Source: an optimization exercise on an open RTL-to-GDS flow (aim: small area). Production flows keep margins and buffers that such runs may drop.
RTL that was checked went through simulation tests only; none was proved equivalent to the original.
Function not checked in run 2: the RTL went through the layout flow alone.
No driver is modelled on the clock port, so clocking that relies on it looks cheaper here than on a real chip.
No activity file was given, so power comes from the tool's default toggle rates.

[flow/run.sh]
#!/bin/bash
# Own layout flow: the standard ORFS flow (standard.sh), with
#  - the port buffers that global placement inserts taken from the smallest
#    buffer cell,
#  - one tie cell for the constant outputs (bmem_addr[4:0]) rather than one
#    per port (SKIP_REPAIR_TIE_FANOUT),
#  - the ports placed on the die's edge in an order that keeps the ports
#    meeting at the same cells together (flow/pins.tcl),
#  - clock tree synthesis clustering more sinks per leaf buffer and adding
#    no dummy loads, and
#  - after CTS, clock buffers upsized only where the flip-flop clock-pin
#    slew needs it (flow/post_cts.tcl).
set -euo pipefail
here=$(cd "$(dirname "${BASH_SOURCE[0]}")" && pwd)
export BUFFER_PORTS_ARGS="-buffer_cell sky130_fd_sc_hd__buf_1"
export CTS_ARGS="-sink_clustering_enable -repair_clock_nets -sink_clustering_size 20 -sink_clustering_max_diameter 60 -buf_list sky130_fd_sc_hd__clkbuf_4 -dont_use_dummy_load"
export SKIP_REPAIR_TIE_FANOUT=1
export PRE_IO_PLACEMENT_TCL="$here/pins.tcl"
export POST_CTS_TCL="$here/post_cts.tcl"
bash standard.sh > standard_flow.log 2>&1
[config.mk]
export PLATFORM = sky130hd
export DESIGN_NAME = bmem_line_adapter
export DESIGN_NICKNAME = bmem_line_adapter
export VERILOG_FILES = /design/flow/design.v
export SDC_FILE = /design/flow/constraint.sdc
export NUM_CORES = 4
export LEC_CHECK = 0
export CAP_MARGIN = 20
export CORE_AREA = 10 10 350 350
export DIE_AREA = 0 0 360 360
export SLEW_MARGIN = 20
[constraint.sdc]
create_clock -name core_clock -period 5.0 [get_ports {clk}]
set_input_delay 1.0000 -clock core_clock [delete_from_list [all_inputs] [get_ports {clk}]]
set_output_delay 1.0000 -clock core_clock [all_outputs]
set_load 0.01 [all_outputs]
[standard.sh]
#!/bin/bash
# synth_recipe.tcl (not shown) runs the flow's synth.tcl, then flattens the netlist and writes it again
# the make line also repeats each setting of config.mk as NAME=value (left out here)
make -C /OpenROAD-flow-scripts/flow DESIGN_CONFIG=/design/flow/config.mk WORK_HOME=/design/flow/orfs CLKGATE_MAP_FILE= SYNTH_SCRIPT=/design/flow/synth_recipe.tcl "${@:-finish}"
[flow/pins.tcl]
# Places every port on the die's edge, in an order that keeps together the
# ports that meet at the same cells, so that those cells sit close together:
#  - per read-data bit b: bmem_rdata[b] and the four i_rdata and four d_rdata
#    bits it feeds, centred on the bottom edge;
#  - per address bit: bmem_raddr, i_addr, d_addr and bmem_addr;
#  - the single-bit ports;
#  - per write-data bit b: the four d_wdata bits and bmem_wdata[b].
# Pins sit on every second routing track (met2 on the bottom and top edges,
# met3 on the left and right), as place_pins spaces them by default.
set block [ord::get_db_block]
set tech [ord::get_db_tech]
set die [$block getDieArea]
set dx [$die xMax]
set dy [$die yMax]
set corner 5000
set m2 [$tech findLayer met2]
set m3 [$tech findLayer met3]
# track coordinates (dbu) of met2 (x) and met3 (y)
set g2 [$block findTrackGrid $m2]
set g3 [$block findTrackGrid $m3]
set xs [$g2 getGridX]
set ys [$g3 getGridY]
set bx {}
for {set i 0} {$i < [llength $xs]} {incr i 2} {
  set x [lindex $xs $i]
  if {$x >= $corner && $x <= $dx - $corner} { lappend bx $x }
}
set ly {}
for {set i 0} {$i < [llength $ys]} {incr i 2} {
  set y [lindex $ys $i]
  if {$y >= $corner && $y <= $dy - $corner} { lappend ly $y }
}
# slots around the edge: left (top to bottom), bottom (left to right),
# right (bottom to top), top (right to left)
set slots {}
foreach y [lreverse $ly] { lappend slots [list met3 0 $y] }
foreach x $bx { lappend slots [list met2 $x 0] }
foreach y $ly { lappend slots [list met3 $dx $y] }
foreach x [lreverse $bx] { lappend slots [list met2 $x $dy] }

set order {}
for {set b 0} {$b < 64} {incr b} {
  lappend order "bmem_rdata\[$b\]"
  for {set k 0} {$k < 4} {incr k} {
    lappend order "i_rdata\[[expr {64*$k+$b}]\]" "d_rdata\[[expr {64*$k+$b}]\]"
  }
}
set n_rd [llength $order]
for {set b 5} {$b < 32} {incr b} {
  lappend order "bmem_raddr\[$b\]" "i_addr\[$b\]" "d_addr\[$b\]" "bmem_addr\[$b\]"
}
foreach p {clk rst i_read d_read d_write bmem_ready bmem_rvalid i_resp d_resp bmem_read bmem_write} { lappend order $p }
for {set b 0} {$b < 5} {incr b} {
  lappend order "bmem_raddr\[$b\]" "bmem_addr\[$b\]" "i_addr\[$b\]" "d_addr\[$b\]"
}
for {set b 0} {$b < 64} {incr b} {
  for {set k 0} {$k < 4} {incr k} { lappend order "d_wdata\[[expr {64*$k+$b}]\]" }
  lappend order "bmem_wdata\[$b\]"
}
set n_ports 0
foreach bt [$block getBTerms] {
  if {[lsearch {POWER GROUND} [$bt getSigType]] < 0} { incr n_ports }
}
if {[llength $order] != $n_ports} {
  error "pins.tcl: ordered [llength $order] ports, the design has $n_ports"
}
if {[llength $order] > [llength $slots]} {
  error "pins.tcl: [llength $order] ports, [llength $slots] places"
}
# centre the read-data block on the bottom edge
set start [expr {[llength $ly] + [llength $bx] / 2 - $n_rd / 2}]
if {$start < 0} { set start 0 }
set i $start
foreach p $order {
  set s [lindex $slots [expr {$i % [llength $slots]}]]
  lassign $s layer x y
  if {$layer eq "met2"} {
    set size {0.14 0.485}
  } else {
    set size {0.8 0.3}
  }
  place_pin -pin_name $p -layer $layer -location [list [expr {$x / 1000.0}] [expr {$y / 1000.0}]] -pin_size $size -force_to_die_boundary
  incr i
}
puts "pins.tcl: placed [llength $order] ports in [llength $slots] places"
[design.v]
package bmem_pkg;
    localparam int BEAT_W      = 64;
    localparam int BEATS       = 4;
    localparam int LINE_W      = BEAT_W * BEATS;
    localparam int OFFSET_BITS = 5;
endpackage
module rr_arbiter2 (
    input  logic req_i,
    input  logic req_d,
    input  logic last_d,
    output logic gnt_d,
    output logic any_req
);
    assign gnt_d   = req_d & (~req_i | ~last_d);
    assign any_req = req_i | req_d;
endmodule
module bmem_line_adapter #(
    parameter int ADDR_W = 32,
    parameter int BEAT_W = 64,
    parameter int BEATS  = 4
) (
    input  logic                      clk,
    input  logic                      rst,
    input  logic [ADDR_W-1:0]         i_addr,
    input  logic                      i_read,
    output logic [BEAT_W*BEATS-1:0]   i_rdata,
    output logic                      i_resp,
    input  logic [ADDR_W-1:0]         d_addr,
    input  logic                      d_read,
    input  logic                      d_write,
    input  logic [BEAT_W*BEATS-1:0]   d_wdata,
    output logic [BEAT_W*BEATS-1:0]   d_rdata,
    output logic                      d_resp,
    output logic [ADDR_W-1:0]         bmem_addr,
    output logic                      bmem_read,
    output logic                      bmem_write,
    output logic [BEAT_W-1:0]         bmem_wdata,
    input  logic                      bmem_ready,
    input  logic [ADDR_W-1:0]         bmem_raddr,
    input  logic [BEAT_W-1:0]         bmem_rdata,
    input  logic                      bmem_rvalid
);
    localparam int LINE_W = BEAT_W * BEATS;
    localparam int OFF    = bmem_pkg::OFFSET_BITS;
    logic              wr_q;     
    logic              rdi_q;    
    logic              rdw_q;    
    logic              resp_q;   
    logic              gnt_q;    
    logic [BEATS-1:0]  beat_n;    
    logic              idle;
    logic              gnt_d;
    logic              any_req;
    logic              beat_hit;
    logic              last;
    logic [ADDR_W-1:0] line_addr;
    logic [BEAT_W-1:0] beat_q [BEATS];
    rr_arbiter2 u_arb (
        .req_i   (i_read),
        .req_d   (d_read | d_write),
        .last_d  (gnt_q),
        .gnt_d   (gnt_d),
        .any_req (any_req)
    );
    assign idle      = ~(wr_q | rdi_q | rdw_q | resp_q);
    assign line_addr = {(gnt_q ? d_addr[ADDR_W-1:OFF] : i_addr[ADDR_W-1:OFF]), {OFF{1'b0}}};
    assign beat_hit  = rdw_q & bmem_rvalid & (bmem_raddr == line_addr);
    assign last      = ~beat_n[BEATS-1];
    always_ff @(posedge clk or posedge rst) begin
        if (rst) begin
            wr_q   <= 1'b0;
            rdi_q  <= 1'b0;
            rdw_q  <= 1'b0;
            resp_q <= 1'b0;
            gnt_q  <= 1'b0;
            beat_n  <= {{(BEATS-1){1'b1}}, 1'b0};
        end else begin
            if (idle && any_req) begin
                gnt_q <= gnt_d;
                wr_q  <= gnt_d & d_write;
                rdi_q <= ~(gnt_d & d_write);
            end
            if (wr_q && bmem_ready) begin
                beat_n <= {beat_n[BEATS-2:0], beat_n[BEATS-1]};
                if (last) begin
                    wr_q   <= 1'b0;
                    resp_q <= 1'b1;
                end
            end
            if (rdi_q && bmem_ready) begin
                rdi_q <= 1'b0;
                rdw_q <= 1'b1;
            end
            if (beat_hit) begin
                beat_n <= {beat_n[BEATS-2:0], beat_n[BEATS-1]};
                if (last) begin
                    rdw_q  <= 1'b0;
                    resp_q <= 1'b1;
                end
            end
            if (resp_q)
                resp_q <= 1'b0;
        end
    end
    always_ff @(posedge clk) begin
        for (int k = 0; k < BEATS - 1; k++)
            if (beat_hit && !beat_n[k])
                beat_q[k] <= bmem_rdata;
        beat_q[BEATS-1] <= bmem_rdata;
    end
    always_comb
        for (int k = 0; k < BEATS; k++)
            i_rdata[k*BEAT_W +: BEAT_W] = beat_q[k];
    assign d_rdata    = i_rdata;
    assign i_resp     = resp_q & ~gnt_q;
    assign d_resp     = resp_q & gnt_q;
    assign bmem_read  = rdi_q;
    assign bmem_write = wr_q;
    assign bmem_addr  = line_addr;
    always_comb begin
        bmem_wdata = '1;
        for (int k = 0; k < BEATS; k++)
            bmem_wdata &= d_wdata[k*BEAT_W +: BEAT_W] | {BEAT_W{beat_n[k]}};
    end
endmodule
[flow/post_cts.tcl]
# Runs at the end of ORFS's CTS step (POST_CTS_TCL). Upsizes each clock buffer
# whose flip-flop clock pins see a slew above the target, one drive step at a
# time, then legalises the placement again. Before that, cells on paths with
# setup slack to spare are downsized (repair_timing -recover_power).
estimate_parasitics -placement
repair_timing -recover_power 100 -verbose
set clk_slew_target [expr {[info exists ::env(CLK_SLEW_TARGET)] ? $::env(CLK_SLEW_TARGET) : 0.122}]
set clk_sizes {sky130_fd_sc_hd__clkbuf_1 sky130_fd_sc_hd__clkbuf_2 sky130_fd_sc_hd__clkbuf_4 sky130_fd_sc_hd__clkbuf_8 sky130_fd_sc_hd__clkbuf_16}
for {set iter 0} {$iter < 4} {incr iter} {
  estimate_parasitics -placement
  set slow [dict create]
  foreach pin [get_pins -hierarchical */CLK] {
    set s [expr {max([get_property $pin slew_max_rise], [get_property $pin slew_max_fall])}]
    if {$s > $clk_slew_target} {
      set net [get_nets -of_objects $pin]
      foreach drv [get_pins -of_objects $net -filter "direction == output"] {
        dict set slow [get_property [get_cells -of_objects $drv] full_name] 1
      }
    }
  }
  if {[dict size $slow] == 0} { break }
  set n 0
  foreach name [dict keys $slow] {
    set inst [[ord::get_db_block] findInst $name]
    set m [[$inst getMaster] getName]
    set i [lsearch $clk_sizes $m]
    if {$i >= 0 && $i < [llength $clk_sizes] - 1} {
      replace_cell [get_cells $name] [lindex $clk_sizes [expr {$i + 1}]]
      incr n
    }
  }
  puts "post_cts: iteration $iter upsized $n clock buffers"
  if {$n == 0} { break }
}
# Downsize the remaining logic cells, one drive step at a time, while no
# more max-slew or max-capacitance limits are broken than before and the
# setup slack stays above 0.3 ns (or above what it was, if less).
proc try_downsize {} {
  set n 0
  estimate_parasitics -placement
  set slew0 [sta::max_slew_violation_count]
  set cap0 [sta::max_capacitance_violation_count]
  set wns0 [expr {min([sta::worst_slack_cmd max], 3e-10)}]
  foreach inst [[ord::get_db_block] getInsts] {
    set m [[$inst getMaster] getName]
    if {![regexp {^(sky130_fd_sc_hd__[a-z0-9]+)_([0-9]+)$} $m -> base drive]} { continue }
    if {$drive <= 1 || [string match "*clk*" $base] || [string match "*df*" $base]} { continue }
    set sizes {}
    foreach lc [get_lib_cells */${base}_*] {
      if {[regexp {_([0-9]+)$} [get_name $lc] -> d] && $d < $drive} { lappend sizes $d }
    }
    if {[llength $sizes] == 0} { continue }
    set smaller [lindex [lsort -integer -decreasing $sizes] 0]
    set name [$inst getName]
    replace_cell [get_cells $name] ${base}_$smaller
    estimate_parasitics -placement
    if {[sta::max_slew_violation_count] > $slew0 || [sta::max_capacitance_violation_count] > $cap0 || [sta::worst_slack_cmd max] < $wns0} {
      replace_cell [get_cells $name] $m
    } else {
      incr n
    }
  }
  estimate_parasitics -placement
  return $n
}
for {set iter 0} {$iter < 4} {incr iter} {
  set n [try_downsize]
  puts "post_cts: downsize pass $iter downsized $n cells"
  if {$n == 0} { break }
}

detailed_placement
check_placement -verbose
estimate_parasitics -placement
==> reports/summary.json, run 1 <==
{
  "outcome": {"value": "timing/DRC/antenna clean"},
  "first_global_vias": {"value": 9447},
  "grt_start_max_net_pins": {"value": 68},
  "synth_common_cells": {"value": "sky130_fd_sc_hd__buf_4, sky130_fd_sc_hd__edfxtp_1, sky130_fd_sc_hd__o22ai_1"},
  "dr.pass1.iters": {"value": 4},
  "share_seq_of_total_power": {"value": 61.2, "unit": "%"},
  "flow.area_growth_from_synthesis": {"value": 34.5, "unit": "%"},
  "die_h": {"value": 360, "unit": "um"},
  "grt_overflow": {"value": 0},
  "critPathCaptureType": {"value": "output port"},
  "initial_core_util": {"value": 9.81, "unit": "%"},
  "power.ir.vdd_worst": {"value": 0.218, "unit": "mV"},
  "tritoncts_clock_tree": {"value": "done"},
  "power.switching": {"value": 0.00100, "unit": "W"},
  "vias": {"value": 8769},
  "place.detailed.hpwl": {"value": 29.7, "unit": "mm"},
  "synthDominantAreaCellType": {"value": "sky130_fd_sc_hd__edfxtp_1"},
  "yosysMostFrequentCell": {"value": "sky130_fd_sc_hd__buf_4"},
  "wl_per_cell": {"value": 11.6, "unit": "um"},
  "ys_ff_latch": {"value": 265},
  "layoutNonFillerInstCount": {"value": 3110},
  "n_fill_cell": {"value": 13000},
  "yosysWarnings": {"value": 2},
  "clock_latency": {"value": 0.74, "unit": "ns"},
  "power.static_leakage": {"value": 4.26, "unit": "nW"},
  "worst-r2r-setup-slack": {"value": 1.13, "unit": "ns"},
  "worst_setup_path_start_kind": {"value": "register"},
  "switching_share": {"value": 25.4, "unit": "%"},
  "post_synth_inst_count": {"value": 845},
  "clkSlewWorstSetupHoldPaths": {"value": 0.09, "unit": "ns"},
  "final_period_minus_worst_setup_slack": {"value": 3.92, "unit": "ns"},
  "synth_top_cell_area_share": {"value": 51.3, "unit": "%"},
  "track_usage": {"value": 4.91, "unit": "%"},
  "slew_viol_final": {"value": 0},
  "cell_internal_pwr": {"value": 0.00295, "unit": "W"},
  "ys_seq_area_share": {"value": 64.8, "unit": "%"},
  "min-delay-path-class": {"value": "input pin to asynchronous set/reset pin"},
  "viasPerCell": {"value": 2.82},
  "worst_ep_required_time": {"value": 4.00, "unit": "ns"},
  "drt.antenna.violating_nets": {"value": 0},
  "rsz0062_at_grt": {"value": "no"},
  "antenna_found_initial": {"value": 2},
  "hold_slack": {"value": 0.178, "unit": "ns"},
  "timing.final.setup_violations": {"value": 0},
  "rr_endpoint": {"value": "beat_q[0][0]$_DFFE_PP_"},
  "synthFlopType": {"value": "sky130_fd_sc_hd__edfxtp_1"},
  "timing.max_cap.violations": {"value": 0},
  "r2r.worst_path.cells": {"value": 6},
  "wl": {"value": 36.2, "unit": "mm"},
  "final_layout_size_suffix_gt1_share": {"value": 1.88, "unit": "%"},
  "post_synth_num_cell_types": {"value": 29},
  "setup_crit_path_kind": {"value": "register to output port"},
  "total_nets_final": {"value": 2022},
  "clock_power_share": {"value": 23.1, "unit": "%"},
  "hold_viol": {"value": 0},
  "floorplan.die_area": {"value": 130000, "unit": "um^2"},
  "die_width": {"value": 360, "unit": "um"},
  "num_io_pins": {"value": 0},
  "drc_errors": {"value": 0},
  "syn_avg_cell_area": {"value": 13.3, "unit": "um^2"},
  "worstReg2RegStart": {"value": "gnt_q$_DFFE_PP0N_"},
  "crit_fanout": {"value": 35},
  "layout_worst_path_cycle_share": {"value": 78.4, "unit": "%"},
  "max_slew_headroom": {"value": 30.8, "unit": "%"},
  "worstMarginPinSlew": {"value": 1.04, "unit": "ns"},
  "crit_arrival": {"value": 2.92, "unit": "ns"},
  "dpl.cell_count": {"value": 3090},
  "first_pass_grt_wire_length": {"value": 53.0, "unit": "mm"},
  "comb_power_share": {"value": 15.7, "unit": "%"},
  "final.setup_skew": {"value": 0.0985, "unit": "ns"},
  "drtIter0Drc": {"value": 395},
  "core_area": {"value": 115000, "unit": "um^2"},
  "cts.sinks": {"value": 265},
  "netlist_area": {"value": 11200, "unit": "um^2"},
  "power_density": {"value": 262, "unit": "nW/um^2"},
  "place_congestion": {"value": 0.737},
  "max_freq": {"value": 0.255, "unit": "GHz"},
  "buffer_ports.inserted": {"value": 1019},
  "core.rowCount": {"value": 124},
  "synthArstFlopShare": {"value": 3.40, "unit": "%"},
  "synth_edf_count": {"value": 192},
  "synth_top_cells_by_area": {"value": "sky130_fd_sc_hd__edfxtp_1, sky130_fd_sc_hd__buf_4, sky130_fd_sc_hd__dfxtp_1, sky130_fd_sc_hd__o22ai_1, sky130_fd_sc_hd__mux2_2"}
}
power by group through the flow:
stage | sequential (W) | clock [W] | combinational (W)
3_3_place_gp | 0.00247 | 0 | 0.000663
5_1_grt | 0.00242 | 0.00107 | 0.000692
3_5_place_dp | 0.00247 | 0 | 0.000672
2_1_floorplan | 0.00249 | 0 | 0.000404
6_report | 0.00242 | 0.000913 | 0.000621
sequential cells by signal, indices dropped and copies added, names as in the netlist:
register  count
beat_q      256
resp_q        1
rdi_q         1
gnt_q         1
beat_n        4
wr_q          1
rdw_q         1
layer usage:
| layer | wire (um) | global-route usage (%) | up-vias |
|---|---|---|---|
| met5 | 20 | 0 | - |
| met4 | 920 | 1.57 | 2 |
| met3 | 2990 | 1.90 | 33 |
| met2 | 21200 | 10.3 | 414 |
| met1 | 11100 | 4.11 | 4045 |
| li1 | - | - | 4275 |
kinds of logic (layout without fill, tap and decap cells):
| group | Yosys count | in the layout | synth area share (%) |
|---|---|---|---|
| multiplexers | 31 | 31 | 3.21 |
| other | 1 | 2 | 0.0334 |
| flip-flops | 265 | 265 | 64.8 |
| AO/OA/AOI/OAI | 136 | 136 | 7.71 |
| XOR/XNOR | 27 | 27 | 2.11 |
| AND/OR/NAND/NOR | 90 | 90 | 3.43 |
| buffers and inverters | 295 | 1047 | 18.7 |
through the flow:
step                      TNS (ns)  instance area, um^2  worst slack (ns)  util, %  power (W)
after floorplan            -230.18                11300             -1.20        -    0.00289
after global placement           0                15000              1.41     13.1    0.00313
after detailed placement         0                15000              1.39     13.1    0.00314
after global routing             0                15100             0.778     13.2    0.00418
final                            0                15100              1.08     13.2    0.00395
worst max-delay path by stage:
stage / start / endpoint / slack [ns] / cells past startpoint
floorplan: d_addr[5] / beat_q[0][0]$_DFFE_PP_ / -1.20 / 4
global placement: i_addr[29] / beat_q[0][0]$_DFFE_PP_ / 1.41 / 7
detailed placement: d_addr[29] / beat_q[0][0]$_DFFE_PP_ / 1.39 / 7
global route: beat_n[2]$_DFFE_PP1P_ / bmem_wdata[28] / 0.78 / 4
finish: beat_n[1]$_DFFE_PP1P_ / bmem_wdata[62] / 1.08 / 4
layout by cell type, fill, tap and decap left out, types with 3 or more instances in the layout:
cell,synthesis,routed
sky130_fd_sc_hd__buf_2,0,3
sky130_fd_sc_hd__nor2_1,65,65
sky130_fd_sc_hd__dfxtp_1,64,64
sky130_fd_sc_hd__dfrtp_1,6,5
sky130_fd_sc_hd__o22ai_1,128,128
sky130_fd_sc_hd__mux2_1,0,31
sky130_fd_sc_hd__xor2_1,27,27
sky130_fd_sc_hd__buf_1,8,1019
sky130_fd_sc_hd__clkbuf_8,0,14
sky130_fd_sc_hd__buf_4,262,3
sky130_fd_sc_hd__o21ai_0,3,3
sky130_fd_sc_hd__nor4_1,10,10
sky130_fd_sc_hd__clkbuf_4,0,5
sky130_fd_sc_hd__dfstp_2,3,3
sky130_fd_sc_hd__edfxtp_1,192,192
sky130_fd_sc_hd__nand2_1,6,6
layout make-up:
type / instances / area, um^2 / share of cell area, %
multi-input combinational: 285 / 1830 / 12.1
tap: 1512 / 1890 / 12.5
inverter: 2 / 7.51 / 0.0497
clock buffer: 19 / 230 / 1.52
antenna: 1 / 2.50 / 0.0166
sequential: 265 / 7280 / 48.2
timing repair buffer: 1026 / 3870 / 25.6
worst max-delay path, stage by stage (launching register included):
cell and delay, ns:
sky130_fd_sc_hd__dfstp_2 1.00, sky130_fd_sc_hd__buf_2 0.64, sky130_fd_sc_hd__o22ai_1 0.18, sky130_fd_sc_hd__nor2_1 0.13, sky130_fd_sc_hd__buf_1 0.16
==> inputs of run 2 (changes only) <==
--- a/design.v
+++ b/design.v
@@ -13,6 +13,15 @@
 );
     assign gnt_d   = req_d & (~req_i | ~last_d);
     assign any_req = req_i | req_d;
+endmodule
+module bmem_beat_sel #(
+    parameter int BEATS = 4
+) (
+    input  logic [BEATS-1:0] d,
+    input  logic [BEATS-1:0] sel_n,
+    output logic             q
+);
+    assign q = &(d | sel_n);
 endmodule
 module bmem_line_adapter #(
     parameter int ADDR_W = 32,
@@ -42,17 +51,22 @@
 );
     localparam int LINE_W = BEAT_W * BEATS;
     localparam int OFF    = bmem_pkg::OFFSET_BITS;
+    localparam int CNT_W  = $clog2(BEATS);
     logic              wr_q;     
     logic              rdi_q;    
     logic              rdw_q;    
     logic              resp_q;   
     logic              gnt_q;    
+    logic [CNT_W-1:0]  cnt_q;     
     logic [BEATS-1:0]  beat_n;    
     logic              idle;
     logic              gnt_d;
     logic              any_req;
     logic              beat_hit;
     logic              last;
+    logic              adv;
+    logic              done;
+    logic              take;
     logic [ADDR_W-1:0] line_addr;
     logic [BEAT_W-1:0] beat_q [BEATS];
     rr_arbiter2 u_arb (
@@ -65,7 +79,12 @@
     assign idle      = ~(wr_q | rdi_q | rdw_q | resp_q);
     assign line_addr = {(gnt_q ? d_addr[ADDR_W-1:OFF] : i_addr[ADDR_W-1:OFF]), {OFF{1'b0}}};
     assign beat_hit  = rdw_q & bmem_rvalid & (bmem_raddr == line_addr);
-    assign last      = ~beat_n[BEATS-1];
+    assign last      = &cnt_q;
+    assign beat_n = {~(cnt_q[1] & cnt_q[0]), ~cnt_q[1] | cnt_q[0],
+                     cnt_q[1] | ~cnt_q[0], cnt_q[1] | cnt_q[0]};
+    assign adv  = (wr_q & bmem_ready) | beat_hit;
+    assign done = adv & last;
+    assign take = idle & any_req;
     always_ff @(posedge clk or posedge rst) begin
         if (rst) begin
             wr_q   <= 1'b0;
@@ -73,33 +92,15 @@
             rdw_q  <= 1'b0;
             resp_q <= 1'b0;
             gnt_q  <= 1'b0;
-            beat_n  <= {{(BEATS-1){1'b1}}, 1'b0};
+            cnt_q  <= '0;
         end else begin
-            if (idle && any_req) begin
+            if (take)
                 gnt_q <= gnt_d;
-                wr_q  <= gnt_d & d_write;
-                rdi_q <= ~(gnt_d & d_write);
-            end
-            if (wr_q && bmem_ready) begin
-                beat_n <= {beat_n[BEATS-2:0], beat_n[BEATS-1]};
-                if (last) begin
-                    wr_q   <= 1'b0;
-                    resp_q <= 1'b1;
-                end
-            end
-            if (rdi_q && bmem_ready) begin
-                rdi_q <= 1'b0;
-                rdw_q <= 1'b1;
-            end
-            if (beat_hit) begin
-                beat_n <= {beat_n[BEATS-2:0], beat_n[BEATS-1]};
-                if (last) begin
-                    rdw_q  <= 1'b0;
-                    resp_q <= 1'b1;
-                end
-            end
-            if (resp_q)
-                resp_q <= 1'b0;
+            cnt_q <= {cnt_q[1] ^ (adv & cnt_q[0]), cnt_q[0] ^ adv};
+            wr_q   <= wr_q ? ~(bmem_ready & last) : (take & gnt_d & d_write);
+            rdi_q  <= rdi_q ? ~bmem_ready : (take & ~(gnt_d & d_write));
+            rdw_q  <= rdw_q ? ~(beat_hit & last) : (rdi_q & bmem_ready);
+            resp_q <= done;
         end
     end
     always_ff @(posedge clk) begin
@@ -117,9 +118,15 @@
     assign bmem_read  = rdi_q;
     assign bmem_write = wr_q;
     assign bmem_addr  = line_addr;
-    always_comb begin
-        bmem_wdata = '1;
-        for (int k = 0; k < BEATS; k++)
-            bmem_wdata &= d_wdata[k*BEAT_W +: BEAT_W] | {BEAT_W{beat_n[k]}};
+    for (genvar b = 0; b < BEAT_W; b++) begin : g_wsel
+        logic [BEATS-1:0] d;
+        for (genvar k = 0; k < BEATS; k++) begin : g_k
+            assign d[k] = d_wdata[k*BEAT_W + b];
+        end
+        bmem_beat_sel #(.BEATS(BEATS)) u_sel (
+            .d     (d),
+            .sel_n (beat_n),
+            .q     (bmem_wdata[b])
+        );
     end
 endmodule
==> flow/run.sh (replaced) <==
#!/bin/bash
# Own layout flow: the standard ORFS flow (standard.sh), with
#  - the port buffers that global placement inserts taken from the smallest
#    buffer cell,
#  - the ports placed on the die's edge in an order that keeps the ports
#    meeting at the same cells together (flow/pins.tcl),
#  - clock tree synthesis clustering more sinks per leaf buffer and adding
#    no dummy loads, and
#  - after CTS, clock buffers upsized only where the flip-flop clock-pin
#    slew needs it (flow/post_cts.tcl).
set -euo pipefail
here=$(cd "$(dirname "${BASH_SOURCE[0]}")" && pwd)
export BUFFER_PORTS_ARGS="-buffer_cell sky130_fd_sc_hd__buf_1"
export CTS_ARGS="-sink_clustering_enable -repair_clock_nets -sink_clustering_size 20 -sink_clustering_max_diameter 60 -buf_list sky130_fd_sc_hd__clkbuf_4 -dont_use_dummy_load"
export PRE_IO_PLACEMENT_TCL="$here/pins.tcl"
export POST_CTS_TCL="$here/post_cts.tcl"
bash standard.sh > standard_flow.log 2>&1
--- a/flow/post_cts.tcl
+++ b/flow/post_cts.tcl
@@ -33,14 +33,10 @@
   if {$n == 0} { break }
 }
 # Downsize the remaining logic cells, one drive step at a time, while no
-# more max-slew or max-capacitance limits are broken than before and the
-# setup slack stays above 0.3 ns (or above what it was, if less).
+# max-slew or max-capacitance limit is broken and the setup slack stays
+# above 0.3 ns.
 proc try_downsize {} {
   set n 0
-  estimate_parasitics -placement
-  set slew0 [sta::max_slew_violation_count]
-  set cap0 [sta::max_capacitance_violation_count]
-  set wns0 [expr {min([sta::worst_slack_cmd max], 3e-10)}]
   foreach inst [[ord::get_db_block] getInsts] {
     set m [[$inst getMaster] getName]
     if {![regexp {^(sky130_fd_sc_hd__[a-z0-9]+)_([0-9]+)$} $m -> base drive]} { continue }
@@ -54,7 +50,7 @@
     set name [$inst getName]
     replace_cell [get_cells $name] ${base}_$smaller
     estimate_parasitics -placement
-    if {[sta::max_slew_violation_count] > $slew0 || [sta::max_capacitance_violation_count] > $cap0 || [sta::worst_slack_cmd max] < $wns0} {
+    if {[sta::max_slew_violation_count] > 0 || [sta::max_capacitance_violation_count] > 0 || [sta::worst_slack_cmd max] < 3e-10} {
       replace_cell [get_cells $name] $m
     } else {
       incr n
--- a/config.mk
+++ b/config.mk
@@ -9,3 +9,5 @@
 export CORE_AREA = 10 10 350 350
 export DIE_AREA = 0 0 360 360
 export SLEW_MARGIN = 20
+export SYNTH_HIERARCHICAL = 1
+export SYNTH_MINIMUM_KEEP_SIZE = 0
==> reports/summary.json, run 2 <==
{
  "power.static_leakage": {"value": 4.31, "unit": "nW", "change": "+1.3%"},
  "hold_viol": {"value": 0, "change": "unchanged"},
  "antenna_found_initial": {"value": 1, "change": "-1"},
  "core_area": {"value": 115000, "unit": "um^2", "change": "unchanged"},
  "num_io_pins": {"value": 0, "change": "unchanged"},
  "reg.largest.list": {"value": "beat_q (256), cnt_q (2)"},
  "tritoncts_clock_tree": {"value": "done"},
  "flip_flop_count_of_the_largest_register_after_layout": {"value": 256, "change": "unchanged"},
  "synth_top_family_by_area": {"value": "buffers and inverters"},
  "synth_top_cells_by_area": {"value": "sky130_fd_sc_hd__edfxtp_1, sky130_fd_sc_hd__buf_4, sky130_fd_sc_hd__dfxtp_1, sky130_fd_sc_hd__o22ai_1, sky130_fd_sc_hd__xor2_1"},
  "synth_common_cells": {"value": "sky130_fd_sc_hd__buf_4, sky130_fd_sc_hd__edfxtp_1, sky130_fd_sc_hd__o22ai_1"},
  "total_nets_final": {"value": 2039, "change": "+0.84%"},
  "ys_ff_latch": {"value": 263, "change": "-0.75%"},
  "crit_fanout": {"value": 41, "change": "+17%"},
  "register_ranked_first_by_flip_flop_count": {"value": "beat_q"},
  "power.total": {"value": 0.00532, "unit": "W", "change": "+35%"},
  "timing.final.setup_violations": {"value": 0, "change": "unchanged"},
  "drc_errors": {"value": 0, "change": "unchanged"},
  "wl": {"value": 36.9, "unit": "mm", "change": "+2.0%"},
  "rsz0062_at_grt": {"value": "no"},
  "synthFlopType": {"value": "sky130_fd_sc_hd__edfxtp_1"},
  "synth_top_cell_area_share": {"value": 51.6, "unit": "%", "change": "+0.32 points"},
  "die_h": {"value": 360, "unit": "um", "change": "unchanged"},
  "first_global_vias": {"value": 9722, "change": "+2.9%"},
  "setup_crit_path_kind": {"value": "register to output port"},
  "dr.pass1.iters": {"value": 5, "change": "+1"},
  "place_congestion": {"value": 0.767, "change": "+4.1%"},
  "clkSlewWorstSetupHoldPaths": {"value": 0.08, "unit": "ns", "change": "about the same"},
  "synth_fa_ha_area_share": {"value": 0.112, "unit": "%", "change": "+0.11 points"},
  "die_width": {"value": 360, "unit": "um", "change": "unchanged"},
  "final_period_minus_worst_setup_slack": {"value": 4.28, "unit": "ns", "change": "+0.364 ns"},
  "floorplan.die_area": {"value": 130000, "unit": "um^2", "change": "unchanged"},
  "final.setup.tns": {"value": 0, "unit": "ns", "change": "unchanged"},
  "worst_ep_required_time": {"value": 4.00, "unit": "ns", "change": "about the same"},
  "clock_latency": {"value": 0.72, "unit": "ns", "change": "-0.02 ns"},
  "final.setup_skew": {"value": 0.0783, "unit": "ns", "change": "-0.0202 ns"},
  "track_usage": {"value": 5.01, "unit": "%", "change": "+0.097 points"},
  "netlist_area": {"value": 11200, "unit": "um^2", "change": "-0.61%"},
  "worst_setup_path_start_kind": {"value": "register"},
  "final_layout_size_suffix_gt1_share": {"value": 1.61, "unit": "%", "change": "-0.27 points"},
  "synth_compound_gate_area_share": {"value": 7.63, "unit": "%", "change": "-0.076 points"},
  "synthXorXnorAreaFrac": {"value": 2.20, "unit": "%", "change": "+0.091 points"},
  "layout_worst_path_cycle_share": {"value": 85.7, "unit": "%", "change": "+7.3 points"},
  "synth.area.mux_share": {"value": 3.16, "unit": "%", "change": "-0.047 points"},
  "outcome": {"value": "timing/DRC/antenna clean"},
  "initial_core_util": {"value": 9.75, "unit": "%", "change": "-0.060 points"},
  "worstMarginPinSlew": {"value": 1.09, "unit": "ns", "change": "+0.0504 ns"},
  "most_common_library_cell_in_the_layout_ignoring_fill_and_taps": {"value": "sky130_fd_sc_hd__buf_1"},
  "ys_seq_area_share": {"value": 64.7, "unit": "%", "change": "-0.083 points"},
  "r2r.worst_path.cells": {"value": 7, "change": "+1"},
  "most-common-layout-cells": {"value": "sky130_fd_sc_hd__buf_1, sky130_fd_sc_hd__edfxtp_1, sky130_fd_sc_hd__o22ai_1"},
  "synth_edf_count": {"value": 192, "change": "unchanged"},
  "drtIter0Drc": {"value": 356, "change": "-9.9%"},
  "timing.max_cap.violations": {"value": 0, "change": "unchanged"},
  "grt_start_max_net_pins": {"value": 66, "change": "-2.9%"},
  "max_slew_headroom": {"value": 27.4, "unit": "%", "change": "-3.4 points"},
  "place.detailed.hpwl": {"value": 30.5, "unit": "mm", "change": "+2.7%"},
  "flow.area_growth_from_synthesis": {"value": 35.6, "unit": "%"},
  "yosysMostFrequentCell": {"value": "sky130_fd_sc_hd__buf_4"},
  "drt.antenna.violating_nets": {"value": 0, "change": "unchanged"},
  "wl_per_cell": {"value": 11.8, "unit": "um", "change": "+1.5%"},
  "power.ir.vdd_worst": {"value": 0.238, "unit": "mV", "change": "+9.5%"},
  "core.rowCount": {"value": 124, "change": "unchanged"},
  "synthArstFlopShare": {"value": 2.66, "unit": "%", "change": "-0.73 points"},
  "yosysWarnings": {"value": 8, "change": "+6"},
  "first_pass_grt_wire_length": {"value": 54.3, "unit": "mm", "change": "+2.4%"},
  "vias": {"value": 8938, "change": "+1.9%"},
  "min-delay-path-class": {"value": "input pin to asynchronous set/reset pin"},
  "slew_viol_final": {"value": 0, "change": "unchanged"},
  "crit_arrival": {"value": 3.28, "unit": "ns", "change": "+0.36 ns"},
  "post_synth_inst_count": {"value": 828, "change": "-2.0%"},
  "grt_overflow": {"value": 0, "change": "unchanged"},
  "yosys.area_share.simple": {"value": 4.26, "unit": "%", "change": "+0.83 points"},
  "max_freq": {"value": 0.233, "unit": "GHz", "change": "-8.5%"},
  "syn_avg_cell_area": {"value": 13.5, "unit": "um^2", "change": "+1.4%"},
  "power_density": {"value": 352, "unit": "nW/um^2", "change": "+34%"},
  "synthDominantAreaCellType": {"value": "sky130_fd_sc_hd__edfxtp_1"},
  "post_synth_num_cell_types": {"value": 30, "change": "+3.4%"},
  "critPathCaptureType": {"value": "output port"},
  "buffer_ports.inserted": {"value": 1019, "change": "unchanged"},
  "viasPerCell": {"value": 2.86, "change": "+1.4%"},
  "cts.sinks": {"value": 263, "change": "-0.75%"}
}
==> run 2: logic make-up (layout without fill, tap and decap cells) <==
kind of cell | after synthesis | count (layout)
XOR/XNOR | 28 | 28
adder cells (fa/ha/maj) | 1 | 1
flip-flops | 263 | 263
other | 1 | 6
multiplexers | 28 | 28
AND/OR/NAND/NOR | 104 | 104
buffers and inverters | 267 | 1048
AO/OA/AOI/OAI | 136 | 136
==> run 2: final timing paths <==
path,startpoint,endpoint,slack [ns]
max,cnt_q[0]$_DFF_PP0_,bmem_wdata[57],0.72
min,rst,wr_q$_DFF_PP0_,0.17
max reg2reg,gnt_q$_DFFE_PP0P_,beat_q[0][20]$_DFFE_PP_,0.96
min reg2reg,cnt_q[1]$_DFF_PP0_,cnt_q[1]$_DFF_PP0_,0.56
max in group asynchronous,rst,cnt_q[0]$_DFF_PP0_,4.63
min in group core_clock,bmem_rdata[37],beat_q[3][37]$_DFF_P_,0.41
==> run 2: layout make-up <==
| class | instances | area (um^2) |
|---|---|---|
| fillers | 13000 | 99400 |
| flip-flops and latches | 263 | 7220 |
| repair buffers | 1026 | 3870 |
| multi-input cells | 302 | 1920 |
| well taps | 1512 | 1890 |
| clock buffers | 19 | 224 |
| inverters | 3 | 12.5 |
| diodes | 1 | 2.50 |
==> run 2: critical path, stage by stage (launching register included) <==
cell and delay [ns]:
sky130_fd_sc_hd__dfrtp_1 0.41, sky130_fd_sc_hd__nand2b_2 0.71, sky130_fd_sc_hd__buf_1 0.87, sky130_fd_sc_hd__o22ai_1 0.21, sky130_fd_sc_hd__nor2_1 0.12, sky130_fd_sc_hd__buf_1 0.18
==> run 2: per-layer routing <==
metal  global-route usage, %  wire (um)  vias up
met5                       0          0        -
met1                    4.18      11300     4157
met3                    1.93       3020       31
li1                        -          -     4343
met2                    10.5      21700      407
met4                    1.51        846        0
==> run 2: metrics by stage <==
| stage | std cells | setup WS, ns | area (um^2) | hold WS (ns) | util [%] |
|---|---|---|---|---|---|
| after floorplan | 832 | -1.88 | 11200 | 0.481 | - |
| after global placement | 3106 | 1.54 | 15000 | 0.519 | 13.1 |
| after detailed placement | 3106 | 1.48 | 15000 | 0.547 | 13.1 |
| after global routing | 3126 | 0.357 | 15100 | 0.0730 | 13.2 |
| final | 3126 | 0.717 | 15100 | 0.166 | 13.2 |
==> run 2: modules after synthesis (local to each module, per instance), a selection <==
module             area, um^2  cells  times used
bmem_line_adapter       10100    634           1
rr_arbiter2              13.8      2           1
==> run 2: where the power goes <==
part	internal (W)	total (W)	switching [W]	leakage (nW)
sequential	0.00238	0.00245	0.0000634	2.35
clock	0.000286	0.000900	0.000614	0.121
combinational	0.000718	0.00198	0.00126	1.84
total	0.00339	0.00532	0.00194	4.31

## separate check: timing with driven ports
In the flow no input, the clock included, has a driving cell. The finished layouts below were timed again as built, in two steps. Step 1, drivers: a clkbuf_16 drives clk and a buf_2 each remaining input, both assumed. Step 2 times the ports against the registers' clock, not the clock port: input delays grow and output delays shrink by t, the midpoint of the rising clock arrivals with the driver on. Slacks: ideal / step 1 / step 2; pairs: ideal / step 1.
| run | shift t [ns] | setup slack, ns | hold WS [ns] | worst register clock-pin slew, ns |
|---|---|---|---|---|
| run 1 | 0.754 | 1.080 / 1.022 / 1.046 | 0.178 / 0.150 / 0.501 | 0.11 / 0.11 |
| run 2 | 0.754 | 0.717 / 0.656 / 0.964 | 0.166 / 0.135 / 0.559 | 0.11 / 0.11 |
After both steps setup and hold are still met in every run listed. For run 1, which loses most, drivers alone change the setup slack by -0.058 ns; drivers and shift together by -0.034 ns.
